This is an optimization exercise on Yosys and OpenROAD, whose aim is small area and few clock cycles per item, not a production implementation. Where RTL was checked, it was by simulation tests only, not by an equivalence proof against the original. The RTL of run 1 was laid out without a check of its function.

## flow/design.v (module list and top-level ports; edited modules follow where they fit)
// module brtm_front: 42 lines
// module brtm_sel: 22 lines
// module brtm_hi: 16 lines
// module brtm_igt: 15 lines
// module brtm_mul: 651 lines
// module brtm_qest: 458 lines
// module brtm_corr: 73 lines
// module brtm_add40: 163 lines
// module brtm_add38: 155 lines
// module brtm_msb20: 41 lines
// module brtm_sub32: 122 lines
// module brtm_sub13: 53 lines
// module brtm_add32c: 121 lines
// module brtm_inc32: 91 lines
// module brtm_fa: 10 lines
// module brtm_maj: 8 lines
// module brtm_aoi22: 9 lines
// module brtm_xnor2: 7 lines
// module brtm_majn: 8 lines
// module brtm_ha: 9 lines
// module brtm_decide: 38 lines
// module banded_temperature_motor_regulator_core: 213 lines
module banded_temperature_motor_regulator_core #(
  parameter int TEMP_WIDTH = 12,
  parameter int TIME_WIDTH = 32,
  localparam int IN_DW = ((TEMP_WIDTH + TIME_WIDTH + 7) / 8) * 8
) (
  input  logic                              clk,
  input  logic                              rst_n,
  input  logic                              in_tvalid,
  output logic                              in_tready,
  input  logic [IN_DW-1:0]                  in_tdata,
  output logic                              out_tvalid,
  input  logic                              out_tready,
  output logic [brtm_pkg::OUT_DW-1:0]       out_tdata,
  input  logic                              cfg_we,
  input  logic [brtm_pkg::CFG_IDX_W-1:0]    cfg_index,
  input  logic [brtm_pkg::CFG_DATA_W-1:0]   cfg_wdata
);
  // ...
==> flow/flow/run.sh <==
#!/bin/bash
# Layout flow: the standard flow (standard.sh, synthesis unchanged) with
# smaller port buffers and a clock tree without dummy loads. The make output
# goes to standard.log here; ORFS keeps each tool's log under orfs/logs.
export BUFFER_PORTS_ARGS="-buffer_cell sky130_fd_sc_hd__buf_1"
export CTS_ARGS="-sink_clustering_enable -repair_clock_nets -sink_clustering_size 14 -sink_clustering_max_diameter 120 -dont_use_dummy_load -buf_list sky130_fd_sc_hd__clkbuf_8"
bash standard.sh > standard.log 2>&1
==> flow/standard.sh <==
#!/bin/bash
# synth_recipe.tcl (not shown) runs the flow's synth.tcl, then flattens the netlist and writes it again
# the make line also repeats each setting of config.mk as NAME=value (left out here)
make -C /OpenROAD-flow-scripts/flow DESIGN_CONFIG=/design/flow/config.mk WORK_HOME=/design/flow/orfs CLKGATE_MAP_FILE= SYNTH_SCRIPT=/design/flow/synth_recipe.tcl "${@:-finish}"
==> flow/config.mk <==
export PLATFORM = sky130hd
export DESIGN_NAME = banded_temperature_motor_regulator_core
export DESIGN_NICKNAME = banded_temperature_motor_regulator_core
export VERILOG_FILES = /design/flow/design.v
export SDC_FILE = /design/flow/constraint.sdc
export NUM_CORES = 4
export LEC_CHECK = 0
export CAP_MARGIN = 20
export CORE_MARGIN = 2
export CORE_UTILIZATION = 40
export CTS_CLUSTER_DIAMETER = 150
export CTS_CLUSTER_SIZE = 18
export PLACE_DENSITY = 0.6
export SLEW_MARGIN = 20
export SYNTH_HIERARCHICAL = 1
export SYNTH_MINIMUM_KEEP_SIZE = 0
==> flow/constraint.sdc <==
create_clock -name core_clock -period 9.0 [get_ports {clk}]
set_input_delay 1.8000 -clock core_clock [delete_from_list [all_inputs] [get_ports {clk}]]
set_output_delay 1.8000 -clock core_clock [all_outputs]
set_load 0.01 [all_outputs]
==> flow_summary_export.csv, run 1 <==
group,metric,value,unit
outcome,status,"complete, no violations",
worst_hold_path,hold_class,"reg2reg",
final_layout,nClkBuffers,25,
global_route,grt-busiest-layer,"met2",
final_layout,ff_latch_area,7060,um2
worst_hold_path,hp-start,"last_r[19]",
setup_path,critPathLaunchType,"register",
final_layout,fin_area,33400,um2
route,vias,21400,
route,wl_met3,3260,um
final_layout,inverters,314,
die,die_width,283,um
route,wirelength,77100,um
setup_path,cp_num_buf_inv,5,
final_layout,final_common_cell,"fa_1",
cts,cts_hold_buf,0,
global_route,gr-usage-met3,2.19,%
route,dr.pass1.iters,5,
final_layout,diodes,1,
route,drcViolationCount,0,
sta,fin_worst_skew,79.7,ps
global_route,gr-usage-met1,27.3,%
setup_path,cp_slowest_cell,"fa_1",
==> module brtm_qest, before the edit <==
module brtm_qest (
  input  wire [39:0] p,
  output wire [31:0] q
);
  wire qt_w1, qt_w2;
  brtm_fa qt_a3 (.a(p[1]), .b(~p[7]), .c(~p[11]), .s(qt_w1), .co(qt_w2));
  wire qt_w4, qt_w5;
  brtm_fa qt_a6 (.a(p[2]), .b(~p[8]), .c(~p[12]), .s(qt_w4), .co(qt_w5));
  wire qt_w7, qt_w8;
  brtm_ha qt_a9 (.a(~p[14]), .b(p[17]), .s(qt_w7), .co(qt_w8));
  wire qt_w10, qt_w11;
  brtm_fa qt_a12 (.a(p[3]), .b(~p[9]), .c(~p[13]), .s(qt_w10), .co(qt_w11));
  wire qt_w13, qt_w14;
  brtm_fa qt_a15 (.a(~p[15]), .b(p[18]), .c(p[20]), .s(qt_w13), .co(qt_w14));
  wire qt_w16, qt_w17;
  brtm_fa qt_a18 (.a(p[4]), .b(~p[10]), .c(~p[14]), .s(qt_w16), .co(qt_w17));
  wire qt_w19, qt_w20;
  brtm_fa qt_a21 (.a(~p[16]), .b(p[19]), .c(p[21]), .s(qt_w19), .co(qt_w20));
  wire qt_w22, qt_w23;
  brtm_fa qt_a24 (.a(p[5]), .b(~p[11]), .c(~p[15]), .s(qt_w22), .co(qt_w23));
  wire qt_w25, qt_w26;
  brtm_fa qt_a27 (.a(~p[17]), .b(p[20]), .c(p[22]), .s(qt_w25), .co(qt_w26));
  wire qt_w28, qt_w29;
  brtm_fa qt_a30 (.a(p[6]), .b(~p[12]), .c(~p[16]), .s(qt_w28), .co(qt_w29));
  wire qt_w31, qt_w32;
  brtm_fa qt_a33 (.a(~p[18]), .b(p[21]), .c(p[23]), .s(qt_w31), .co(qt_w32));
  wire qt_w34, qt_w35;
  brtm_fa qt_a36 (.a(p[7]), .b(~p[13]), .c(~p[17]), .s(qt_w34), .co(qt_w35));
  wire qt_w37, qt_w38;
  brtm_fa qt_a39 (.a(~p[19]), .b(p[22]), .c(p[24]), .s(qt_w37), .co(qt_w38));
  wire qt_w40, qt_w41;
  brtm_fa qt_a42 (.a(p[8]), .b(~p[14]), .c(~p[18]), .s(qt_w40), .co(qt_w41));
  wire qt_w43, qt_w44;
  brtm_fa qt_a45 (.a(~p[20]), .b(p[23]), .c(p[25]), .s(qt_w43), .co(qt_w44));
  wire qt_w46, qt_w47;
  brtm_fa qt_a48 (.a(p[9]), .b(~p[15]), .c(~p[19]), .s(qt_w46), .co(qt_w47));
  wire qt_w49, qt_w50;
  brtm_fa qt_a51 (.a(~p[21]), .b(p[24]), .c(p[26]), .s(qt_w49), .co(qt_w50));
  wire qt_w52, qt_w53;
  brtm_fa qt_a54 (.a(p[10]), .b(~p[16]), .c(~p[20]), .s(qt_w52), .co(qt_w53));
  wire qt_w55, qt_w56;
  brtm_fa qt_a57 (.a(~p[22]), .b(p[25]), .c(p[27]), .s(qt_w55), .co(qt_w56));
  wire qt_w58, qt_w59;
  brtm_fa qt_a60 (.a(p[11]), .b(~p[17]), .c(~p[21]), .s(qt_w58), .co(qt_w59));
  wire qt_w61, qt_w62;
  brtm_fa qt_a63 (.a(~p[23]), .b(p[26]), .c(p[28]), .s(qt_w61), .co(qt_w62));
  wire qt_w64, qt_w65;
  brtm_fa qt_a66 (.a(p[12]), .b(~p[18]), .c(~p[22]), .s(qt_w64), .co(qt_w65));
  wire qt_w67, qt_w68;
  brtm_fa qt_a69 (.a(qt_w1), .b(~p[13]), .c(p[16]), .s(qt_w67), .co(qt_w68));
  wire qt_w70, qt_w71;
  brtm_ha qt_a72 (.a(p[18]), .b(p[21]), .s(qt_w70), .co(qt_w71));
  wire qt_w73, qt_w74;
  brtm_fa qt_a75 (.a(qt_w4), .b(qt_w7), .c(p[19]), .s(qt_w73), .co(qt_w74));
  wire qt_w76, qt_w77;
  brtm_fa qt_a78 (.a(p[22]), .b(p[24]), .c(~p[29]), .s(qt_w76), .co(qt_w77));
  wire qt_w79, qt_w80;
  brtm_ha qt_a81 (.a(~p[30]), .b(~p[32]), .s(qt_w79), .co(qt_w80));
  wire qt_w82, qt_w83;
  brtm_fa qt_a84 (.a(qt_w10), .b(qt_w13), .c(p[23]), .s(qt_w82), .co(qt_w83));
  wire qt_w85, qt_w86;
  brtm_fa qt_a87 (.a(p[25]), .b(~p[30]), .c(~p[31]), .s(qt_w85), .co(qt_w86));
  wire qt_w88, qt_w89;
  brtm_fa qt_a90 (.a(~p[33]), .b(qt_w5), .c(qt_w8), .s(qt_w88), .co(qt_w89));
  wire qt_w91, qt_w92;
  brtm_fa qt_a93 (.a(qt_w16), .b(qt_w19), .c(p[24]), .s(qt_w91), .co(qt_w92));
  wire qt_w94, qt_w95;
  brtm_fa qt_a96 (.a(p[26]), .b(~p[31]), .c(~p[32]), .s(qt_w94), .co(qt_w95));
  wire qt_w97, qt_w98;
  brtm_fa qt_a99 (.a(~p[34]), .b(qt_w11), .c(qt_w14), .s(qt_w97), .co(qt_w98));
  wire qt_w100, qt_w101;
  brtm_fa qt_a102 (.a(qt_w22), .b(qt_w25), .c(p[25]), .s(qt_w100), .co(qt_w101));
  wire qt_w103, qt_w104;
  brtm_fa qt_a105 (.a(p[27]), .b(~p[32]), .c(~p[33]), .s(qt_w103), .co(qt_w104));
  wire qt_w106, qt_w107;
  brtm_fa qt_a108 (.a(~p[35]), .b(qt_w17), .c(qt_w20), .s(qt_w106), .co(qt_w107));
  wire qt_w109, qt_w110;
  brtm_fa qt_a111 (.a(qt_w28), .b(qt_w31), .c(p[26]), .s(qt_w109), .co(qt_w110));
  wire qt_w112, qt_w113;
  brtm_fa qt_a114 (.a(p[28]), .b(~p[33]), .c(~p[34]), .s(qt_w112), .co(qt_w113));
  wire qt_w115, qt_w116;
  brtm_fa qt_a117 (.a(~p[36]), .b(qt_w23), .c(qt_w26), .s(qt_w115), .co(qt_w116));
  wire qt_w118, qt_w119;
  brtm_fa qt_a120 (.a(qt_w34), .b(qt_w37), .c(p[27]), .s(qt_w118), .co(qt_w119));
  wire qt_w121, qt_w122;
  brtm_fa qt_a123 (.a(p[29]), .b(~p[34]), .c(~p[35]), .s(qt_w121), .co(qt_w122));
  wire qt_w124, qt_w125;
  brtm_fa qt_a126 (.a(~p[37]), .b(qt_w29), .c(qt_w32), .s(qt_w124), .co(qt_w125));
  wire qt_w127, qt_w128;
  brtm_fa qt_a129 (.a(qt_w40), .b(qt_w43), .c(p[28]), .s(qt_w127), .co(qt_w128));
  wire qt_w130, qt_w131;
  brtm_fa qt_a132 (.a(p[30]), .b(~p[35]), .c(~p[36]), .s(qt_w130), .co(qt_w131));
  wire qt_w133, qt_w134;
  brtm_fa qt_a135 (.a(~p[38]), .b(qt_w35), .c(qt_w38), .s(qt_w133), .co(qt_w134));
  wire qt_w136, qt_w137;
  brtm_fa qt_a138 (.a(qt_w46), .b(qt_w49), .c(p[29]), .s(qt_w136), .co(qt_w137));
  wire qt_w139, qt_w140;
  brtm_fa qt_a141 (.a(p[31]), .b(~p[36]), .c(~p[37]), .s(qt_w139), .co(qt_w140));
  wire qt_w142, qt_w143;
  brtm_fa qt_a144 (.a(~p[39]), .b(qt_w41), .c(qt_w44), .s(qt_w142), .co(qt_w143));
  wire qt_w145, qt_w146;
  brtm_fa qt_a147 (.a(qt_w52), .b(qt_w55), .c(p[30]), .s(qt_w145), .co(qt_w146));
  wire qt_w148, qt_w149;
  brtm_fa qt_a150 (.a(p[32]), .b(~p[37]), .c(~p[38]), .s(qt_w148), .co(qt_w149));
  wire qt_w151, qt_w152;
  assign qt_w151 = ~(qt_w47 ^ qt_w50);
  assign qt_w152 = qt_w47 | qt_w50;
  wire qt_w153, qt_w154;
  brtm_fa qt_a155 (.a(qt_w58), .b(qt_w61), .c(p[31]), .s(qt_w153), .co(qt_w154));
  wire qt_w156, qt_w157;
  brtm_fa qt_a158 (.a(p[33]), .b(~p[38]), .c(~p[39]), .s(qt_w156), .co(qt_w157));
  wire qt_w159, qt_w160;
  assign qt_w159 = ~(qt_w53 ^ qt_w56);
  assign qt_w160 = qt_w53 | qt_w56;
  wire qt_w161, qt_w162;
  brtm_fa qt_a163 (.a(qt_w64), .b(~p[24]), .c(p[27]), .s(qt_w161), .co(qt_w162));
  wire qt_w164, qt_w165;
  brtm_fa qt_a166 (.a(p[29]), .b(p[32]), .c(p[34]), .s(qt_w164), .co(qt_w165));
  wire qt_w167, qt_w168;
  brtm_fa qt_a169 (.a(~p[39]), .b(qt_w59), .c(qt_w62), .s(qt_w167), .co(qt_w168));
  wire qt_w170, qt_w171;
  brtm_fa qt_a172 (.a(p[13]), .b(~p[19]), .c(~p[23]), .s(qt_w170), .co(qt_w171));
  wire qt_w173, qt_w174;
  brtm_fa qt_a175 (.a(~p[25]), .b(p[28]), .c(p[30]), .s(qt_w173), .co(qt_w174));
  wire qt_w176, qt_w177;
  brtm_fa qt_a178 (.a(p[33]), .b(p[35]), .c(qt_w65), .s(qt_w176), .co(qt_w177));
  wire qt_w179, qt_w180;
  brtm_fa qt_a181 (.a(p[14]), .b(~p[20]), .c(~p[24]), .s(qt_w179), .co(qt_w180));
  wire qt_w182, qt_w183;
  brtm_fa qt_a184 (.a(~p[26]), .b(p[29]), .c(p[31]), .s(qt_w182), .co(qt_w183));
  wire qt_w185, qt_w186;
  assign qt_w185 = ~(p[34] ^ p[36]);
  assign qt_w186 = p[34] | p[36];
  wire qt_w187, qt_w188;
  brtm_fa qt_a189 (.a(p[15]), .b(~p[21]), .c(~p[25]), .s(qt_w187), .co(qt_w188));
  wire qt_w190, qt_w191;
  brtm_fa qt_a192 (.a(~p[27]), .b(p[30]), .c(p[32]), .s(qt_w190), .co(qt_w191));
  wire qt_w193, qt_w194;
  assign qt_w193 = ~(p[35] ^ p[37]);
  assign qt_w194 = p[35] | p[37];
  wire qt_w195, qt_w196;
  brtm_fa qt_a197 (.a(p[16]), .b(~p[22]), .c(~p[26]), .s(qt_w195), .co(qt_w196));
  wire qt_w198, qt_w199;
  brtm_fa qt_a200 (.a(~p[28]), .b(p[31]), .c(p[33]), .s(qt_w198), .co(qt_w199));
  wire qt_w201, qt_w202;
  assign qt_w201 = ~(p[36] ^ p[38]);
  assign qt_w202 = p[36] | p[38];
  wire qt_w203, qt_w204;
  brtm_fa qt_a205 (.a(p[17]), .b(~p[23]), .c(~p[27]), .s(qt_w203), .co(qt_w204));
  wire qt_w206, qt_w207;
  brtm_fa qt_a208 (.a(~p[29]), .b(p[32]), .c(p[34]), .s(qt_w206), .co(qt_w207));
  wire qt_w209, qt_w210;
  assign qt_w209 = ~(p[37] ^ p[39]);
  assign qt_w210 = p[37] | p[39];
  wire qt_w211, qt_w212;
  brtm_fa qt_a213 (.a(p[18]), .b(~p[24]), .c(~p[28]), .s(qt_w211), .co(qt_w212));
  wire qt_w214, qt_w215;
  brtm_fa qt_a216 (.a(~p[30]), .b(p[33]), .c(p[35]), .s(qt_w214), .co(qt_w215));
  wire qt_w217, qt_w218;
  assign qt_w217 = ~(p[38]);
  assign qt_w218 = p[38];
  wire qt_w219, qt_w220;
  brtm_fa qt_a221 (.a(p[19]), .b(~p[25]), .c(~p[29]), .s(qt_w219), .co(qt_w220));
  wire qt_w222, qt_w223;
  brtm_fa qt_a224 (.a(~p[31]), .b(p[34]), .c(p[36]), .s(qt_w222), .co(qt_w223));
  wire qt_w225, qt_w226;
  assign qt_w225 = ~(p[39]);
  assign qt_w226 = p[39];
  wire qt_w227, qt_w228;
  brtm_fa qt_a229 (.a(p[20]), .b(~p[26]), .c(~p[30]), .s(qt_w227), .co(qt_w228));
  wire qt_w230, qt_w231;
  brtm_fa qt_a232 (.a(~p[32]), .b(p[35]), .c(p[37]), .s(qt_w230), .co(qt_w231));
  wire qt_w233, qt_w234;
  brtm_fa qt_a235 (.a(p[21]), .b(~p[27]), .c(~p[31]), .s(qt_w233), .co(qt_w234));
  wire qt_w236, qt_w237;
  brtm_ha qt_a238 (.a(~p[33]), .b(p[36]), .s(qt_w236), .co(qt_w237));
  wire qt_w239, qt_w240;
  brtm_fa qt_a241 (.a(p[22]), .b(~p[28]), .c(~p[32]), .s(qt_w239), .co(qt_w240));
  wire qt_w242, qt_w243;
  brtm_ha qt_a244 (.a(~p[34]), .b(p[37]), .s(qt_w242), .co(qt_w243));
  wire qt_w245, qt_w246;
  brtm_fa qt_a247 (.a(p[23]), .b(~p[29]), .c(~p[33]), .s(qt_w245), .co(qt_w246));
  wire qt_w248, qt_w249;
  brtm_ha qt_a250 (.a(p[24]), .b(~p[30]), .s(qt_w248), .co(qt_w249));
  wire qt_w251, qt_w252;
  brtm_fa qt_a253 (.a(qt_w67), .b(qt_w70), .c(p[23]), .s(qt_w251), .co(qt_w252));
  wire qt_w254, qt_w255;
  brtm_fa qt_a256 (.a(qt_w73), .b(qt_w76), .c(qt_w79), .s(qt_w254), .co(qt_w255));
  wire qt_w257, qt_w258;
  brtm_ha qt_a259 (.a(qt_w2), .b(qt_w68), .s(qt_w257), .co(qt_w258));
  wire qt_w260, qt_w261;
  brtm_fa qt_a262 (.a(qt_w82), .b(qt_w85), .c(qt_w88), .s(qt_w260), .co(qt_w261));
  wire qt_w263, qt_w264;
  brtm_fa qt_a265 (.a(qt_w74), .b(qt_w77), .c(qt_w80), .s(qt_w263), .co(qt_w264));
  wire qt_w266, qt_w267;
  brtm_fa qt_a268 (.a(qt_w91), .b(qt_w94), .c(qt_w97), .s(qt_w266), .co(qt_w267));
  wire qt_w269, qt_w270;
  brtm_fa qt_a271 (.a(qt_w83), .b(qt_w86), .c(qt_w89), .s(qt_w269), .co(qt_w270));
  wire qt_w272, qt_w273;
  brtm_fa qt_a274 (.a(qt_w100), .b(qt_w103), .c(qt_w106), .s(qt_w272), .co(qt_w273));
  wire qt_w275, qt_w276;
  brtm_fa qt_a277 (.a(qt_w92), .b(qt_w95), .c(qt_w98), .s(qt_w275), .co(qt_w276));
  wire qt_w278, qt_w279;
  brtm_fa qt_a280 (.a(qt_w109), .b(qt_w112), .c(qt_w115), .s(qt_w278), .co(qt_w279));
  wire qt_w281, qt_w282;
  brtm_fa qt_a283 (.a(qt_w101), .b(qt_w104), .c(qt_w107), .s(qt_w281), .co(qt_w282));
  wire qt_w284, qt_w285;
  brtm_fa qt_a286 (.a(qt_w118), .b(qt_w121), .c(qt_w124), .s(qt_w284), .co(qt_w285));
  wire qt_w287, qt_w288;
  brtm_fa qt_a289 (.a(qt_w110), .b(qt_w113), .c(qt_w116), .s(qt_w287), .co(qt_w288));
  wire qt_w290, qt_w291;
  brtm_fa qt_a292 (.a(qt_w127), .b(qt_w130), .c(qt_w133), .s(qt_w290), .co(qt_w291));
  wire qt_w293, qt_w294;
  brtm_fa qt_a295 (.a(qt_w119), .b(qt_w122), .c(qt_w125), .s(qt_w293), .co(qt_w294));
  wire qt_w296, qt_w297;
  brtm_fa qt_a298 (.a(qt_w136), .b(qt_w139), .c(qt_w142), .s(qt_w296), .co(qt_w297));
  wire qt_w299, qt_w300;
  brtm_fa qt_a301 (.a(qt_w128), .b(qt_w131), .c(qt_w134), .s(qt_w299), .co(qt_w300));
  wire qt_w302, qt_w303;
  brtm_fa qt_a304 (.a(qt_w145), .b(qt_w148), .c(qt_w151), .s(qt_w302), .co(qt_w303));
  wire qt_w305, qt_w306;
  brtm_fa qt_a307 (.a(qt_w137), .b(qt_w140), .c(qt_w143), .s(qt_w305), .co(qt_w306));
  wire qt_w308, qt_w309;
  brtm_fa qt_a310 (.a(qt_w153), .b(qt_w156), .c(qt_w159), .s(qt_w308), .co(qt_w309));
  wire qt_w311, qt_w312;
  brtm_fa qt_a313 (.a(qt_w146), .b(qt_w149), .c(qt_w152), .s(qt_w311), .co(qt_w312));
  wire qt_w314, qt_w315;
  brtm_fa qt_a316 (.a(qt_w161), .b(qt_w164), .c(qt_w167), .s(qt_w314), .co(qt_w315));
  wire qt_w317, qt_w318;
  brtm_fa qt_a319 (.a(qt_w154), .b(qt_w157), .c(qt_w160), .s(qt_w317), .co(qt_w318));
  wire qt_w320, qt_w321;
  brtm_fa qt_a322 (.a(qt_w170), .b(qt_w173), .c(qt_w176), .s(qt_w320), .co(qt_w321));
  wire qt_w323, qt_w324;
  brtm_fa qt_a325 (.a(qt_w162), .b(qt_w165), .c(qt_w168), .s(qt_w323), .co(qt_w324));
  wire qt_w326, qt_w327;
  brtm_fa qt_a328 (.a(qt_w179), .b(qt_w182), .c(qt_w185), .s(qt_w326), .co(qt_w327));
  wire qt_w329, qt_w330;
  brtm_fa qt_a331 (.a(qt_w171), .b(qt_w174), .c(qt_w177), .s(qt_w329), .co(qt_w330));
  wire qt_w332, qt_w333;
  brtm_fa qt_a334 (.a(qt_w187), .b(qt_w190), .c(qt_w193), .s(qt_w332), .co(qt_w333));
  wire qt_w335, qt_w336;
  brtm_fa qt_a337 (.a(qt_w180), .b(qt_w183), .c(qt_w186), .s(qt_w335), .co(qt_w336));
  wire qt_w338, qt_w339;
  brtm_fa qt_a340 (.a(qt_w195), .b(qt_w198), .c(qt_w201), .s(qt_w338), .co(qt_w339));
  wire qt_w341, qt_w342;
  brtm_fa qt_a343 (.a(qt_w188), .b(qt_w191), .c(qt_w194), .s(qt_w341), .co(qt_w342));
  wire qt_w344, qt_w345;
  brtm_fa qt_a346 (.a(qt_w203), .b(qt_w206), .c(qt_w209), .s(qt_w344), .co(qt_w345));
  wire qt_w347, qt_w348;
  brtm_fa qt_a349 (.a(qt_w196), .b(qt_w199), .c(qt_w202), .s(qt_w347), .co(qt_w348));
  wire qt_w350, qt_w351;
  brtm_fa qt_a352 (.a(qt_w211), .b(qt_w214), .c(qt_w217), .s(qt_w350), .co(qt_w351));
  wire qt_w353, qt_w354;
  brtm_fa qt_a355 (.a(qt_w204), .b(qt_w207), .c(qt_w210), .s(qt_w353), .co(qt_w354));
  wire qt_w356, qt_w357;
  brtm_fa qt_a358 (.a(qt_w219), .b(qt_w222), .c(qt_w225), .s(qt_w356), .co(qt_w357));
  wire qt_w359, qt_w360;
  brtm_fa qt_a361 (.a(qt_w212), .b(qt_w215), .c(qt_w218), .s(qt_w359), .co(qt_w360));
  wire qt_w362, qt_w363;
  assign qt_w362 = ~(qt_w227 ^ qt_w230);
  assign qt_w363 = qt_w227 | qt_w230;
  wire qt_w364, qt_w365;
  brtm_fa qt_a366 (.a(qt_w220), .b(qt_w223), .c(qt_w226), .s(qt_w364), .co(qt_w365));
  wire qt_w367, qt_w368;
  brtm_fa qt_a369 (.a(qt_w233), .b(qt_w236), .c(p[38]), .s(qt_w367), .co(qt_w368));
  wire qt_w370, qt_w371;
  assign qt_w370 = ~(qt_w228 ^ qt_w231);
  assign qt_w371 = qt_w228 | qt_w231;
  wire qt_w372, qt_w373;
  brtm_fa qt_a374 (.a(qt_w239), .b(qt_w242), .c(p[39]), .s(qt_w372), .co(qt_w373));
  wire qt_w375, qt_w376;
  assign qt_w375 = ~(qt_w234 ^ qt_w237);
  assign qt_w376 = qt_w234 | qt_w237;
  wire qt_w377, qt_w378;
  brtm_fa qt_a379 (.a(qt_w245), .b(~p[35]), .c(p[38]), .s(qt_w377), .co(qt_w378));
  wire qt_w380, qt_w381;
  assign qt_w380 = ~(qt_w240 ^ qt_w243);
  assign qt_w381 = qt_w240 | qt_w243;
  wire qt_w382, qt_w383;
  brtm_fa qt_a384 (.a(qt_w248), .b(~p[34]), .c(~p[36]), .s(qt_w382), .co(qt_w383));
  wire qt_w385, qt_w386;
  assign qt_w385 = ~(p[39] ^ qt_w246);
  assign qt_w386 = p[39] | qt_w246;
  wire qt_w387, qt_w388;
  brtm_fa qt_a389 (.a(p[25]), .b(~p[31]), .c(~p[35]), .s(qt_w387), .co(qt_w388));
  wire qt_w390, qt_w391;
  assign qt_w390 = ~(~p[37] ^ qt_w249);
  assign qt_w391 = ~p[37] | qt_w249;
  wire qt_w392, qt_w393;
  brtm_fa qt_a394 (.a(p[26]), .b(~p[32]), .c(~p[36]), .s(qt_w392), .co(qt_w393));
  wire qt_w395, qt_w396;
  assign qt_w395 = ~(~p[38]);
  assign qt_w396 = ~p[38];
  wire qt_w397, qt_w398;
  brtm_fa qt_a399 (.a(p[27]), .b(~p[33]), .c(~p[37]), .s(qt_w397), .co(qt_w398));
  wire qt_w400, qt_w401;
  assign qt_w400 = ~(~p[39]);
  assign qt_w401 = ~p[39];
  wire qt_w402, qt_w403;
  brtm_ha qt_a404 (.a(p[28]), .b(~p[34]), .s(qt_w402), .co(qt_w403));
  wire qt_w405, qt_w406;
  brtm_ha qt_a407 (.a(p[29]), .b(~p[35]), .s(qt_w405), .co(qt_w406));
  wire qt_w408, qt_w409;
  brtm_ha qt_a410 (.a(qt_w251), .b(~p[28]), .s(qt_w408), .co(qt_w409));
  wire qt_w411, qt_w412;
  brtm_fa qt_a413 (.a(qt_w254), .b(qt_w257), .c(qt_w71), .s(qt_w411), .co(qt_w412));
  wire qt_w414, qt_w415;
  brtm_fa qt_a416 (.a(qt_w260), .b(qt_w263), .c(qt_w255), .s(qt_w414), .co(qt_w415));
  wire qt_w417, qt_w418;
  brtm_fa qt_a419 (.a(qt_w266), .b(qt_w269), .c(qt_w261), .s(qt_w417), .co(qt_w418));
  wire qt_w420, qt_w421;
  brtm_fa qt_a422 (.a(qt_w272), .b(qt_w275), .c(qt_w267), .s(qt_w420), .co(qt_w421));
  wire qt_w423, qt_w424;
  brtm_fa qt_a425 (.a(qt_w278), .b(qt_w281), .c(qt_w273), .s(qt_w423), .co(qt_w424));
  wire qt_w426, qt_w427;
  brtm_fa qt_a428 (.a(qt_w284), .b(qt_w287), .c(qt_w279), .s(qt_w426), .co(qt_w427));
  wire qt_w429, qt_w430;
  brtm_fa qt_a431 (.a(qt_w290), .b(qt_w293), .c(qt_w285), .s(qt_w429), .co(qt_w430));
  wire qt_w432, qt_w433;
  brtm_fa qt_a434 (.a(qt_w296), .b(qt_w299), .c(qt_w291), .s(qt_w432), .co(qt_w433));
  wire qt_w435, qt_w436;
  brtm_fa qt_a437 (.a(qt_w302), .b(qt_w305), .c(qt_w297), .s(qt_w435), .co(qt_w436));
  wire qt_w438, qt_w439;
  brtm_fa qt_a440 (.a(qt_w308), .b(qt_w311), .c(qt_w303), .s(qt_w438), .co(qt_w439));
  wire qt_w441, qt_w442;
  brtm_fa qt_a443 (.a(qt_w314), .b(qt_w317), .c(qt_w309), .s(qt_w441), .co(qt_w442));
  wire qt_w444, qt_w445;
  brtm_fa qt_a446 (.a(qt_w320), .b(qt_w323), .c(qt_w315), .s(qt_w444), .co(qt_w445));
  wire qt_w447, qt_w448;
  brtm_fa qt_a449 (.a(qt_w326), .b(qt_w329), .c(qt_w321), .s(qt_w447), .co(qt_w448));
  wire qt_w450, qt_w451;
  brtm_fa qt_a452 (.a(qt_w332), .b(qt_w335), .c(qt_w327), .s(qt_w450), .co(qt_w451));
  wire qt_w453, qt_w454;
  brtm_fa qt_a455 (.a(qt_w338), .b(qt_w341), .c(qt_w333), .s(qt_w453), .co(qt_w454));
  wire qt_w456, qt_w457;
  brtm_fa qt_a458 (.a(qt_w344), .b(qt_w347), .c(qt_w339), .s(qt_w456), .co(qt_w457));
  wire qt_w459, qt_w460;
  brtm_fa qt_a461 (.a(qt_w350), .b(qt_w353), .c(qt_w345), .s(qt_w459), .co(qt_w460));
  wire qt_w462, qt_w463;
  brtm_fa qt_a464 (.a(qt_w356), .b(qt_w359), .c(qt_w351), .s(qt_w462), .co(qt_w463));
  wire qt_w465, qt_w466;
  brtm_fa qt_a467 (.a(qt_w362), .b(qt_w364), .c(qt_w357), .s(qt_w465), .co(qt_w466));
  wire qt_w468, qt_w469;
  brtm_fa qt_a470 (.a(qt_w367), .b(qt_w370), .c(qt_w363), .s(qt_w468), .co(qt_w469));
  wire qt_w471, qt_w472;
  brtm_fa qt_a473 (.a(qt_w372), .b(qt_w375), .c(qt_w368), .s(qt_w471), .co(qt_w472));
  wire qt_w474, qt_w475;
  brtm_fa qt_a476 (.a(qt_w377), .b(qt_w380), .c(qt_w373), .s(qt_w474), .co(qt_w475));
  wire qt_w477, qt_w478;
  brtm_fa qt_a479 (.a(qt_w382), .b(qt_w385), .c(qt_w378), .s(qt_w477), .co(qt_w478));
  wire qt_w480, qt_w481;
  brtm_fa qt_a482 (.a(qt_w387), .b(qt_w390), .c(qt_w383), .s(qt_w480), .co(qt_w481));
  wire qt_w483, qt_w484;
  brtm_fa qt_a485 (.a(qt_w392), .b(qt_w395), .c(qt_w388), .s(qt_w483), .co(qt_w484));
  wire qt_w486, qt_w487;
  brtm_fa qt_a488 (.a(qt_w397), .b(qt_w400), .c(qt_w393), .s(qt_w486), .co(qt_w487));
  wire qt_w489, qt_w490;
  brtm_fa qt_a491 (.a(qt_w402), .b(~p[38]), .c(qt_w398), .s(qt_w489), .co(qt_w490));
  wire qt_w492, qt_w493;
  assign qt_w492 = ~(qt_w405 ^ ~p[39]);
  assign qt_w493 = qt_w405 | ~p[39];
  wire qt_w494, qt_w495;
  brtm_ha qt_a496 (.a(p[30]), .b(~p[36]), .s(qt_w494), .co(qt_w495));
  wire qt_w497, qt_w498;
  brtm_ha qt_a499 (.a(p[31]), .b(~p[37]), .s(qt_w497), .co(qt_w498));
  wire qt_w500, qt_w501;
  brtm_ha qt_a502 (.a(p[32]), .b(~p[38]), .s(qt_w500), .co(qt_w501));
  wire qt_w503, qt_w504;
  brtm_ha qt_a505 (.a(p[33]), .b(~p[39]), .s(qt_w503), .co(qt_w504));
  wire qt_w506, qt_w507;
  brtm_ha qt_a508 (.a(qt_w408), .b(~p[29]), .s(qt_w506), .co(qt_w507));
  wire qt_w509, qt_w510;
  brtm_fa qt_a511 (.a(qt_w411), .b(qt_w252), .c(qt_w409), .s(qt_w509), .co(qt_w510));
  wire qt_w512, qt_w513;
  brtm_fa qt_a514 (.a(qt_w414), .b(qt_w258), .c(qt_w412), .s(qt_w512), .co(qt_w513));
  wire qt_w515, qt_w516;
  brtm_fa qt_a517 (.a(qt_w417), .b(qt_w264), .c(qt_w415), .s(qt_w515), .co(qt_w516));
  wire qt_w518, qt_w519;
  brtm_fa qt_a520 (.a(qt_w420), .b(qt_w270), .c(qt_w418), .s(qt_w518), .co(qt_w519));
  wire qt_w521, qt_w522;
  brtm_fa qt_a523 (.a(qt_w423), .b(qt_w276), .c(qt_w421), .s(qt_w521), .co(qt_w522));
  wire qt_w524, qt_w525;
  brtm_fa qt_a526 (.a(qt_w426), .b(qt_w282), .c(qt_w424), .s(qt_w524), .co(qt_w525));
  wire qt_w527, qt_w528;
  brtm_fa qt_a529 (.a(qt_w429), .b(qt_w288), .c(qt_w427), .s(qt_w527), .co(qt_w528));
  wire qt_w530, qt_w531;
  brtm_fa qt_a532 (.a(qt_w432), .b(qt_w294), .c(qt_w430), .s(qt_w530), .co(qt_w531));
  wire qt_w533, qt_w534;
  brtm_fa qt_a535 (.a(qt_w435), .b(qt_w300), .c(qt_w433), .s(qt_w533), .co(qt_w534));
  wire qt_w536, qt_w537;
  brtm_fa qt_a538 (.a(qt_w438), .b(qt_w306), .c(qt_w436), .s(qt_w536), .co(qt_w537));
  wire qt_w539, qt_w540;
  brtm_fa qt_a541 (.a(qt_w441), .b(qt_w312), .c(qt_w439), .s(qt_w539), .co(qt_w540));
  wire qt_w542, qt_w543;
  brtm_fa qt_a544 (.a(qt_w444), .b(qt_w318), .c(qt_w442), .s(qt_w542), .co(qt_w543));
  wire qt_w545, qt_w546;
  brtm_fa qt_a547 (.a(qt_w447), .b(qt_w324), .c(qt_w445), .s(qt_w545), .co(qt_w546));
  wire qt_w548, qt_w549;
  brtm_fa qt_a550 (.a(qt_w450), .b(qt_w330), .c(qt_w448), .s(qt_w548), .co(qt_w549));
  wire qt_w551, qt_w552;
  brtm_fa qt_a553 (.a(qt_w453), .b(qt_w336), .c(qt_w451), .s(qt_w551), .co(qt_w552));
  wire qt_w554, qt_w555;
  brtm_fa qt_a556 (.a(qt_w456), .b(qt_w342), .c(qt_w454), .s(qt_w554), .co(qt_w555));
  wire qt_w557, qt_w558;
  brtm_fa qt_a559 (.a(qt_w459), .b(qt_w348), .c(qt_w457), .s(qt_w557), .co(qt_w558));
  wire qt_w560, qt_w561;
  brtm_fa qt_a562 (.a(qt_w462), .b(qt_w354), .c(qt_w460), .s(qt_w560), .co(qt_w561));
  wire qt_w563, qt_w564;
  brtm_fa qt_a565 (.a(qt_w465), .b(qt_w360), .c(qt_w463), .s(qt_w563), .co(qt_w564));
  wire qt_w566, qt_w567;
  brtm_fa qt_a568 (.a(qt_w468), .b(qt_w365), .c(qt_w466), .s(qt_w566), .co(qt_w567));
  wire qt_w569, qt_w570;
  brtm_fa qt_a571 (.a(qt_w471), .b(qt_w371), .c(qt_w469), .s(qt_w569), .co(qt_w570));
  wire qt_w572, qt_w573;
  brtm_fa qt_a574 (.a(qt_w474), .b(qt_w376), .c(qt_w472), .s(qt_w572), .co(qt_w573));
  wire qt_w575, qt_w576;
  brtm_fa qt_a577 (.a(qt_w477), .b(qt_w381), .c(qt_w475), .s(qt_w575), .co(qt_w576));
  wire qt_w578, qt_w579;
  brtm_fa qt_a580 (.a(qt_w480), .b(qt_w386), .c(qt_w478), .s(qt_w578), .co(qt_w579));
  wire qt_w581, qt_w582;
  brtm_fa qt_a583 (.a(qt_w483), .b(qt_w391), .c(qt_w481), .s(qt_w581), .co(qt_w582));
  wire qt_w584, qt_w585;
  brtm_fa qt_a586 (.a(qt_w486), .b(qt_w396), .c(qt_w484), .s(qt_w584), .co(qt_w585));
  wire qt_w587, qt_w588;
  brtm_fa qt_a589 (.a(qt_w489), .b(qt_w401), .c(qt_w487), .s(qt_w587), .co(qt_w588));
  wire qt_w590, qt_w591;
  brtm_fa qt_a592 (.a(qt_w492), .b(qt_w403), .c(qt_w490), .s(qt_w590), .co(qt_w591));
  wire qt_w593, qt_w594;
  brtm_fa qt_a595 (.a(qt_w494), .b(qt_w406), .c(qt_w493), .s(qt_w593), .co(qt_w594));
  wire qt_w596, qt_w597;
  assign qt_w596 = ~(qt_w497 ^ qt_w495);
  assign qt_w597 = qt_w497 | qt_w495;
  wire qt_w598, qt_w599;
  assign qt_w598 = ~(qt_w500 ^ qt_w498);
  assign qt_w599 = qt_w500 | qt_w498;
  wire qt_w600, qt_w601;
  assign qt_w600 = ~(qt_w503 ^ qt_w501);
  assign qt_w601 = qt_w503 | qt_w501;
  wire qt_w602, qt_w603;
  brtm_ha qt_a604 (.a(p[34]), .b(qt_w504), .s(qt_w602), .co(qt_w603));
  wire qt_w605, qt_w606;
  assign qt_w605 = ~(p[35]);
  assign qt_w606 = p[35];
  wire qt_w607, qt_w608;
  assign qt_w607 = ~(p[36]);
  assign qt_w608 = p[36];
  wire qt_w609, qt_w610;
  assign qt_w609 = ~(p[37]);
  assign qt_w610 = p[37];
  wire qt_w611, qt_w612;
  assign qt_w611 = ~(p[38]);
  assign qt_w612 = p[38];
  wire [37:0] ra = {qt_w611, qt_w609, qt_w607, qt_w605, qt_w602, qt_w600, qt_w598, qt_w596, qt_w593, qt_w590, qt_w587, qt_w584, qt_w581, qt_w578, qt_w575, qt_w572, qt_w569, qt_w566, qt_w563, qt_w560, qt_w557, qt_w554, qt_w551, qt_w548, qt_w545, qt_w542, qt_w539, qt_w536, qt_w533, qt_w530, qt_w527, qt_w524, qt_w521, qt_w518, qt_w515, qt_w512, qt_w509, qt_w506};
  wire [37:0] rb = {qt_w610, qt_w608, qt_w606, qt_w603, qt_w601, qt_w599, qt_w597, qt_w594, qt_w591, qt_w588, qt_w585, qt_w582, qt_w579, qt_w576, qt_w573, qt_w570, qt_w567, qt_w564, qt_w561, qt_w558, qt_w555, qt_w552, qt_w549, qt_w546, qt_w543, qt_w540, qt_w537, qt_w534, qt_w531, qt_w528, qt_w525, qt_w522, qt_w519, qt_w516, qt_w513, qt_w510, qt_w507, ~p[31]};
  wire [38:0] sm;
  brtm_add38 u_add (.a(ra), .b(rb), .s(sm));
  assign q = sm[37:6];
endmodule
==> module brtm_add38, before the edit <==
module brtm_add38 (input wire [37:0] a, input wire [37:0] b, output wire [38:0] s);
  wire [37:0] p0 = a ^ b;
  wire [37:0] g0 = a & b;
  wire gr0_0 = g0[1] | (p0[1] & g0[0]);
  wire pr0_0 = p0[1] & p0[0];
  wire gr0_1 = g0[2] | (p0[2] & gr0_0);
  wire pr0_1 = p0[2] & pr0_0;
  wire gr0_2 = g0[3] | (p0[3] & gr0_1);
  wire pr0_2 = p0[3] & pr0_1;
  wire gr1_0 = g0[5] | (p0[5] & g0[4]);
  wire pr1_0 = p0[5] & p0[4];
  wire gr1_1 = g0[6] | (p0[6] & gr1_0);
  wire pr1_1 = p0[6] & pr1_0;
  wire gr1_2 = g0[7] | (p0[7] & gr1_1);
  wire pr1_2 = p0[7] & pr1_1;
  wire gr2_0 = g0[9] | (p0[9] & g0[8]);
  wire pr2_0 = p0[9] & p0[8];
  wire gr2_1 = g0[10] | (p0[10] & gr2_0);
  wire pr2_1 = p0[10] & pr2_0;
  wire gr2_2 = g0[11] | (p0[11] & gr2_1);
  wire pr2_2 = p0[11] & pr2_1;
  wire gr3_0 = g0[13] | (p0[13] & g0[12]);
  wire pr3_0 = p0[13] & p0[12];
  wire gr3_1 = g0[14] | (p0[14] & gr3_0);
  wire pr3_1 = p0[14] & pr3_0;
  wire gr3_2 = g0[15] | (p0[15] & gr3_1);
  wire pr3_2 = p0[15] & pr3_1;
  wire gr4_0 = g0[17] | (p0[17] & g0[16]);
  wire pr4_0 = p0[17] & p0[16];
  wire gr4_1 = g0[18] | (p0[18] & gr4_0);
  wire pr4_1 = p0[18] & pr4_0;
  wire gr4_2 = g0[19] | (p0[19] & gr4_1);
  wire pr4_2 = p0[19] & pr4_1;
  wire gr5_0 = g0[21] | (p0[21] & g0[20]);
  wire pr5_0 = p0[21] & p0[20];
  wire gr5_1 = g0[22] | (p0[22] & gr5_0);
  wire pr5_1 = p0[22] & pr5_0;
  wire gr5_2 = g0[23] | (p0[23] & gr5_1);
  wire pr5_2 = p0[23] & pr5_1;
  wire gr6_0 = g0[25] | (p0[25] & g0[24]);
  wire pr6_0 = p0[25] & p0[24];
  wire gr6_1 = g0[26] | (p0[26] & gr6_0);
  wire pr6_1 = p0[26] & pr6_0;
  wire gr6_2 = g0[27] | (p0[27] & gr6_1);
  wire pr6_2 = p0[27] & pr6_1;
  wire gr7_0 = g0[29] | (p0[29] & g0[28]);
  wire pr7_0 = p0[29] & p0[28];
  wire gr7_1 = g0[30] | (p0[30] & gr7_0);
  wire pr7_1 = p0[30] & pr7_0;
  wire gr7_2 = g0[31] | (p0[31] & gr7_1);
  wire pr7_2 = p0[31] & pr7_1;
  wire gr8_0 = g0[33] | (p0[33] & g0[32]);
  wire pr8_0 = p0[33] & p0[32];
  wire gr8_1 = g0[34] | (p0[34] & gr8_0);
  wire pr8_1 = p0[34] & pr8_0;
  wire gr8_2 = g0[35] | (p0[35] & gr8_1);
  wire pr8_2 = p0[35] & pr8_1;
  wire gr9_0 = g0[37] | (p0[37] & g0[36]);
  wire pr9_0 = p0[37] & p0[36];
  wire cg1 = gr1_2 | (pr1_2 & gr0_2);
  wire cp1 = pr1_2 & pr0_2;
  wire cg2 = gr3_2 | (pr3_2 & gr2_2);
  wire cp2 = pr3_2 & pr2_2;
  wire cg3 = gr5_2 | (pr5_2 & gr4_2);
  wire cp3 = pr5_2 & pr4_2;
  wire cg4 = gr7_2 | (pr7_2 & gr6_2);
  wire cp4 = pr7_2 & pr6_2;
  wire cg5 = gr9_0 | (pr9_0 & gr8_2);
  wire cp5 = pr9_0 & pr8_2;
  wire cg6 = cg2 | (cp2 & cg1);
  wire cp6 = cp2 & cp1;
  wire cg7 = cg4 | (cp4 & cg3);
  wire cp7 = cp4 & cp3;
  wire cg8 = cg7 | (cp7 & cg6);
  wire cp8 = cp7 & cp6;
  wire cg9 = cg3 | (cp3 & cg6);
  wire cp9 = cp3 & cp6;
  wire cg10 = cg5 | (cp5 & cg8);
  wire cp10 = cp5 & cp8;
  wire cg11 = gr2_2 | (pr2_2 & cg1);
  wire cp11 = pr2_2 & cp1;
  wire cg12 = gr4_2 | (pr4_2 & cg6);
  wire cp12 = pr4_2 & cp6;
  wire cg13 = gr6_2 | (pr6_2 & cg9);
  wire cp13 = pr6_2 & cp9;
  wire cg14 = gr8_2 | (pr8_2 & cg8);
  wire cp14 = pr8_2 & cp8;
  assign s[0] = p0[0] ^ 1'b0;
  wire rc0 = g0[0] | (p0[0] & 1'b0);
  assign s[1] = p0[1] ^ rc0;
  wire rc1 = g0[1] | (p0[1] & rc0);
  assign s[2] = p0[2] ^ rc1;
  wire rc2 = g0[2] | (p0[2] & rc1);
  assign s[3] = p0[3] ^ rc2;
  assign s[4] = p0[4] ^ gr0_2;
  wire rc4 = g0[4] | (p0[4] & gr0_2);
  assign s[5] = p0[5] ^ rc4;
  wire rc5 = g0[5] | (p0[5] & rc4);
  assign s[6] = p0[6] ^ rc5;
  wire rc6 = g0[6] | (p0[6] & rc5);
  assign s[7] = p0[7] ^ rc6;
  assign s[8] = p0[8] ^ cg1;
  wire rc8 = g0[8] | (p0[8] & cg1);
  assign s[9] = p0[9] ^ rc8;
  wire rc9 = g0[9] | (p0[9] & rc8);
  assign s[10] = p0[10] ^ rc9;
  wire rc10 = g0[10] | (p0[10] & rc9);
  assign s[11] = p0[11] ^ rc10;
  assign s[12] = p0[12] ^ cg11;
  wire rc12 = g0[12] | (p0[12] & cg11);
  assign s[13] = p0[13] ^ rc12;
  wire rc13 = g0[13] | (p0[13] & rc12);
  assign s[14] = p0[14] ^ rc13;
  wire rc14 = g0[14] | (p0[14] & rc13);
  assign s[15] = p0[15] ^ rc14;
  assign s[16] = p0[16] ^ cg6;
  wire rc16 = g0[16] | (p0[16] & cg6);
  assign s[17] = p0[17] ^ rc16;
  wire rc17 = g0[17] | (p0[17] & rc16);
  assign s[18] = p0[18] ^ rc17;
  wire rc18 = g0[18] | (p0[18] & rc17);
  assign s[19] = p0[19] ^ rc18;
  assign s[20] = p0[20] ^ cg12;
  wire rc20 = g0[20] | (p0[20] & cg12);
  assign s[21] = p0[21] ^ rc20;
  wire rc21 = g0[21] | (p0[21] & rc20);
  assign s[22] = p0[22] ^ rc21;
  wire rc22 = g0[22] | (p0[22] & rc21);
  assign s[23] = p0[23] ^ rc22;
  assign s[24] = p0[24] ^ cg9;
  wire rc24 = g0[24] | (p0[24] & cg9);
  assign s[25] = p0[25] ^ rc24;
  wire rc25 = g0[25] | (p0[25] & rc24);
  assign s[26] = p0[26] ^ rc25;
  wire rc26 = g0[26] | (p0[26] & rc25);
  assign s[27] = p0[27] ^ rc26;
  assign s[28] = p0[28] ^ cg13;
  wire rc28 = g0[28] | (p0[28] & cg13);
  assign s[29] = p0[29] ^ rc28;
  wire rc29 = g0[29] | (p0[29] & rc28);
  assign s[30] = p0[30] ^ rc29;
  wire rc30 = g0[30] | (p0[30] & rc29);
  assign s[31] = p0[31] ^ rc30;
  assign s[32] = p0[32] ^ cg8;
  wire rc32 = g0[32] | (p0[32] & cg8);
  assign s[33] = p0[33] ^ rc32;
  wire rc33 = g0[33] | (p0[33] & rc32);
  assign s[34] = p0[34] ^ rc33;
  wire rc34 = g0[34] | (p0[34] & rc33);
  assign s[35] = p0[35] ^ rc34;
  assign s[36] = p0[36] ^ cg14;
  wire rc36 = g0[36] | (p0[36] & cg14);
  assign s[37] = p0[37] ^ rc36;
  assign s[38] = cg10;
endmodule
==> run 2: changes to the inputs <==
--- a/flow/design.v
+++ b/flow/design.v
@@ -1221,5 +1221,5 @@
   wire [37:0] ra = {qt_w611, qt_w609, qt_w607, qt_w605, qt_w602, qt_w600, qt_w598, qt_w596, qt_w593, qt_w590, qt_w587, qt_w584, qt_w581, qt_w578, qt_w575, qt_w572, qt_w569, qt_w566, qt_w563, qt_w560, qt_w557, qt_w554, qt_w551, qt_w548, qt_w545, qt_w542, qt_w539, qt_w536, qt_w533, qt_w530, qt_w527, qt_w524, qt_w521, qt_w518, qt_w515, qt_w512, qt_w509, qt_w506};
   wire [37:0] rb = {qt_w610, qt_w608, qt_w606, qt_w603, qt_w601, qt_w599, qt_w597, qt_w594, qt_w591, qt_w588, qt_w585, qt_w582, qt_w579, qt_w576, qt_w573, qt_w570, qt_w567, qt_w564, qt_w561, qt_w558, qt_w555, qt_w552, qt_w549, qt_w546, qt_w543, qt_w540, qt_w537, qt_w534, qt_w531, qt_w528, qt_w525, qt_w522, qt_w519, qt_w516, qt_w513, qt_w510, qt_w507, ~p[31]};
-  wire [38:0] sm;
+  wire [38:6] sm;
   brtm_add38 u_add (.a(ra), .b(rb), .s(sm));
   assign q = sm[37:6];
@@ -1461,5 +1461,5 @@
   assign s[40] = cg10;
 endmodule
-module brtm_add38 (input wire [37:0] a, input wire [37:0] b, output wire [38:0] s);
+module brtm_add38 (input wire [37:0] a, input wire [37:0] b, output wire [38:6] s);
   wire [37:0] p0 = a ^ b;
   wire [37:0] g0 = a & b;
@@ -1548,14 +1548,8 @@
   wire cg14 = gr8_2 | (pr8_2 & cg8);
   wire cp14 = pr8_2 & cp8;
-  assign s[0] = p0[0] ^ 1'b0;
   wire rc0 = g0[0] | (p0[0] & 1'b0);
-  assign s[1] = p0[1] ^ rc0;
   wire rc1 = g0[1] | (p0[1] & rc0);
-  assign s[2] = p0[2] ^ rc1;
   wire rc2 = g0[2] | (p0[2] & rc1);
-  assign s[3] = p0[3] ^ rc2;
-  assign s[4] = p0[4] ^ gr0_2;
   wire rc4 = g0[4] | (p0[4] & gr0_2);
-  assign s[5] = p0[5] ^ rc4;
   wire rc5 = g0[5] | (p0[5] & rc4);
   assign s[6] = p0[6] ^ rc5;
==> run 2 against run 1 <==
  * Still clean on timing, DRC and antenna
  * Wire length decreased by 0.29%
  * First-iteration DRC count increased by 13%
  * Die area decreased by 0.20%
  * Highest routed layer unchanged
==> flow_summary_export.csv, run 2 <==
group,metric,value,unit
route,dr.pass1.iters,5,
setup_path,crit_path_max_fanout,7,
final_layout,largestRegisters,"total_r (48), r1_p (40)",
outcome,status,"complete, no violations",
route,wirelength,76900,um
final_layout,largest-register,"total_r",
cts,cts_tree,"done",
job,drv_cap,0,
setup_path,critPathArrivalTime,6790,ps
setup_path,cp_slowest_cell,"edfxtp_1",
die,rows,102,
place,io_buffers,166,
die,die_width,283,um
final_layout,largest_reg_flops,48,
sta,setup_tns,0,ps
global_route,gr-usage-met3,2.43,%
sta,clock.fmax,116,MHz
cts,cts_buffers,25,
cts,cts_sinks,289,
sta,slew_headroom,30.7,%
global_route,grt_pass1_wl,123000,um
global_route,grt.total_usage,19.5,%
final_layout,nNetsFinal,3783,
die,core_region_area,77200,um2
sta,rsz0062_at_grt,"true",
global_route,grt_max_degree,103,
global_route,grt.overflow.total,0,
cts,path_clk_slew,100,ps
worst_hold_path,hp-start,"last_r[2]",
route,wire_per_inst,18.7,um
place,dp_hpwl,59700,um
cts,clockRootBuffer,"clkbuf_8",
place,place_area,33000,um2
yosys,netlist_area,31100,um2
die,die_h,283,um
route,vias,21600,
global_route,gr-usage-met1,27.0,%
setup_path,criticalPathCategory,"reg2out",
setup_path,startpoint,"r2_q[15]",
cts,worstSkewPairLatency,650,ps
setup_path,cp.required,7200,ps
setup_path,critPathCaptureType,"output pin",
setup_path,critPathLaunchType,"register",
sta,drv_slew,0,
yosys,yosys_warnings,7,
yosys,synthCells,2914,
global_route,grt-busiest-layer,"met2",
cts,htreeDepth,1,
die,die_area,79900,um2
sta,setup_viol,0,
sta,worst_pin_slew,1040,ps
sta,fin_worst_skew,58.8,ps
final_layout,fin_area,33400,um2
global_route,grt_util_met2,32.7,%
route,drcViolationCount,0,
final_layout,fillers,7479,
setup_path,slowest_delay,580,ps
cts,cts_hold_buf,0,
route,drtAntennaViolNets,0,
global_route,grt_pass1_vias,22000,
cts,cts_buffer_depth,3,
die,start_util,40.2,%
setup_path,crit_path_frequent_cell,"fa_1",
final_layout,final_common_cell,"fa_1",
yosys,syn_area_per_cell,10.7,um2
final_layout,layout_common_cells,"403 x fa_1, 332 x nand2_1, 314 x inv_1",
route,drt_iter0_markers,1289,
final_layout,syn_to_final_growth,7.52,%
sta,finalCriticalPeriod,8590,ps
sta,finalHoldViolCount,0,
place,place.gp.congestion,0.907,
sta,period_share,95.5,%
worst_hold_path,hold_class,"reg2reg",
global_route,antenna_found_initial,1,
route,viasPerCell,5.23,
setup_path,r2r_start,"r0_time[0]",
die,io_pins,178,
final_layout,drive_gt1_share,13.3,%
==> run 2: final timing paths <==
kind              endpoint  slack [ps]  cells after the start
max          out_tdata[72]         410                     25
min              last_r[2]         460                      2
max reg2reg       r1_p[35]        1140                     26
min reg2reg      last_r[2]         460                      2
==> run 2: timing repair <==
item                                    in CTS  in global routing
buffers inserted                             0                  2
endpoints found under the setup margin       0                 46
resized for setup                            0                  2
==> run 2: through the flow <==
stage	hold slack (ps)	worst slack (ps)	utilization [%]	std cells
floorplan	434	133	-	2928
global placement	443	1030	42.8	4094
detailed placement	446	961	42.8	4094
CTS	459	261	43.2	4119
global route	478	-11.1	43.3	4122
finish	460	405	43.3	4122
==> run 2: per-layer routing <==
layer / wire length [um] / part of all wire (%)
met1: 35300 / 46
met2: 36100 / 47
met3: 3610 / 4.7
met4: 1900 / 2.5
met5: 0 / 0
==> run 2: final cells by class <==
cell class	instances	area (um2)	area share, %
Inverter	316	1190	3.55
Tap cell	1040	1300	3.90
Multi-Input combinational cell	2230	22500	67.3
Clock buffer	25	344	1.03
Timing Repair Buffer	221	1040	3.12
Antenna cell	1	2.50	0.00749
Sequential cell	289	7060	21.1
==> run 2: critical path, delay by kind of cell (launching register included) <==
kind,cells,cell delay (ps)
buffers and inverters,5,440
and+or+nand+nor,6,1210
adders and majority gates,7,2850
xor gates and xnor gates,2,310
DFF,1,580
AOI/OAI and AO/OA,5,800
Testbench counts of run 2, summed over its fixed seeds: cycles 16,096, items 16,000.
==> run 3: changes to the inputs <==
--- a/flow/config.mk
+++ b/flow/config.mk
@@ -11,4 +11,6 @@
 export CTS_CLUSTER_DIAMETER = 150
 export CTS_CLUSTER_SIZE = 18
+export GPL_ROUTABILITY_DRIVEN = 0
+export GPL_TIMING_DRIVEN = 0
 export PLACE_DENSITY = 0.6
 export SLEW_MARGIN = 20
==> run 3 against run 2 <==
  * Sequential cell count unchanged
  * Worst hold slack got worse by 11 ps
  * Critical path depth unchanged
  * First-iteration DRC count decreased by 9.9%
  * Highest routed layer unchanged
  * Sequential share of layout area decreased by 0.42 points
==> flow_summary_export.csv, run 3 <==
group,metric,value,unit
final_layout,drive_gt1_share,14.0,%
final_layout,nNetsFinal,3853,
yosys,yosys_warnings,7,
cts,cts_buffers,24,
yosys,netlist_area,31100,um2
global_route,grt_pass1_vias,22300,
sta,finalHoldViolCount,0,
setup_path,cp.required,7200,ps
final_layout,layout_common_cells,"403 x fa_1, 333 x nand2_1, 311 x inv_1",
global_route,grt.total_usage,20.2,%
sta,slew_headroom,23.1,%
yosys,synthCells,2914,
die,rows,102,
cts,clockRootBuffer,"clkbuf_8",
route,dr.pass1.iters,5,
sta,worst_pin_slew,1150,ps
setup_path,slowest_delay,530,ps
sta,period_share,95.8,%
final_layout,largest_reg_flops,48,
cts,cts_buffer_depth,3,
global_route,antenna_found_initial,1,
route,vias,21800,
die,die_area,79900,um2
sta,clock.fmax,116,MHz
route,viasPerCell,5.20,
final_layout,syn_to_final_growth,9.87,%
worst_hold_path,hold_class,"reg2reg",
die,die_width,283,um
die,io_pins,178,
place,io_buffers,166,
cts,path_clk_slew,110,ps
job,drv_cap,0,
final_layout,instances_no_fill,4193,
route,wirelength,79900,um
global_route,grt_max_degree,52,
route,drcViolationCount,0,
setup_path,crit_path_frequent_cell,"fa_1",
cts,cts_tree,"done",
final_layout,largestRegisters,"total_r (48), r1_p (40)",
route,wire_per_inst,19.0,um
place,placed_cells,4150,
cts,cts_sinks,289,
cts,htreeDepth,1,
sta,finalCriticalPeriod,8620,ps
setup_path,critPathLaunchType,"register",
route,drtAntennaViolNets,0,
final_layout,final_common_cell,"fa_1",
die,core_region_area,77200,um2
setup_path,crit_path_max_fanout,5,
setup_path,cp_num_buf_inv,5,
global_route,grt_pass1_wl,126000,um
place,dp_hpwl,64200,um
sta,setup_tns,0,ps
route,drt_iter0_markers,1161,
global_route,grt.overflow.total,0,
sta,rsz0062_at_grt,"false",
final_layout,fillers,7404,
yosys,syn_area_per_cell,10.7,um2
cts,cts_hold_buf,0,
final_layout,largest-register,"total_r",
outcome,status,"complete, no violations",
die,start_util,40.2,%
setup_path,critPathArrivalTime,6820,ps
setup_path,critPathCaptureType,"output pin",
sta,fin_worst_skew,42.7,ps
setup_path,criticalPathCategory,"reg2out",
die,die_h,283,um
sta,setup_viol,0,
setup_path,cp_top_family,"adder cells",
sta,drv_slew,0,
setup_path,cp_slowest_cell,"fa_1",
final_layout,utilization,44.2,%
cts,worstSkewPairLatency,630,ps
[run 3: worst reg2reg max path, cell delays in order, from the launching register on]
cell       delay (ps)
edfxtp_1          350
inv_1              50
ha_1              200
fa_1              370
nand2b_1          180
a21oi_2           220
o2111ai_4         210
o22ai_4           250
a2bb2oi_2         220
a31oi_1           120
fa_1              420
xnor2_2           620
a22oi_2           180
xnor2_1           190
fa_1              530
fa_1              520
fa_1              510
ha_1              370
nand4_1           130
or2_0             180
a2111oi_2         100
nor4_2            430
o31ai_1           180
fa_1              410
fa_1              400
fa_1              410
xor2_1            180
[run 3: final timing paths]
kind	start	to	slack (ps)	cells after the start
worst max-delay path	r2_q[9]	out_tdata[70]	380	25
worst max register to register	r0_time[0]	r1_p[39]	830	26
worst min-delay path	r1_v	r2_v	450	2
worst min register to register	r1_v	r2_v	450	2
[run 3: per-stage QoR]
| stage | hold slack [ps] | setup slack [ps] | area, um2 |
|---|---|---|---|
| CTS | 465 | 155 | 34000 |
| detailed placement | 447 | 813 | 33700 |
| global route | 486 | 0.904 | 34100 |
| global placement | 444 | -2310 | 33100 |
| finish | 449 | 379 | 34100 |
| floorplan | 434 | 133 | 31100 |
[run 3: area by class of cell]
| class | instances | area (um2) | share of cell area [%] |
|---|---|---|---|
| plain buffers | 93 | 539 | 1.58 |
| well taps | 1040 | 1300 | 3.81 |
| diodes | 2 | 5.00 | 0.0147 |
| repair buffers | 199 | 1150 | 3.36 |
| inverters | 316 | 1190 | 3.47 |
| multi-input cells | 2230 | 22600 | 66.1 |
| flip-flops and latches | 289 | 7070 | 20.7 |
| clock buffers | 24 | 330 | 0.968 |
[run 3: layer usage]
metal / track usage [%] / wire (um)
met2: 33.0 / 37100
met5: 0 / 0
met3: 2.41 / 3670
met4: 5.45 / 2130
met1: 28.3 / 36900
[run 3: repair_timing]
action	CTS	global route
setup buffers	0	17
setup endpoints to repair	0	37
resized for setup	0	4

-- what the ideal ports hide --
The results above use ideal ports. As a check the final layouts listed here were re-extracted and re-timed, cells and wires unchanged. Step 1 sets driving cells, clkbuf_16 on the clock port and buf_2 on the other inputs (assumed; they add their load-dependent delay and slew). Step 2, shift: input delay + t, output delay - t, t = (earliest + latest rising clock arrival at the registers) / 2. This alone moves slack from input paths to output paths. Three values: ideal, step 1, step 2; two values: the first two.
run | shift t [ns] | slack for setup (ns) | cell pins on the clock port's net
run 1 | 0.671 | 0.530 / 0.472 / 0.918 | 1
run 2 | 0.674 | 0.405 / 0.349 / 1.024 | 1
run 3 | 0.664 | 0.379 / 0.321 / 0.830 | 1
After both steps every run listed still meets setup and hold.
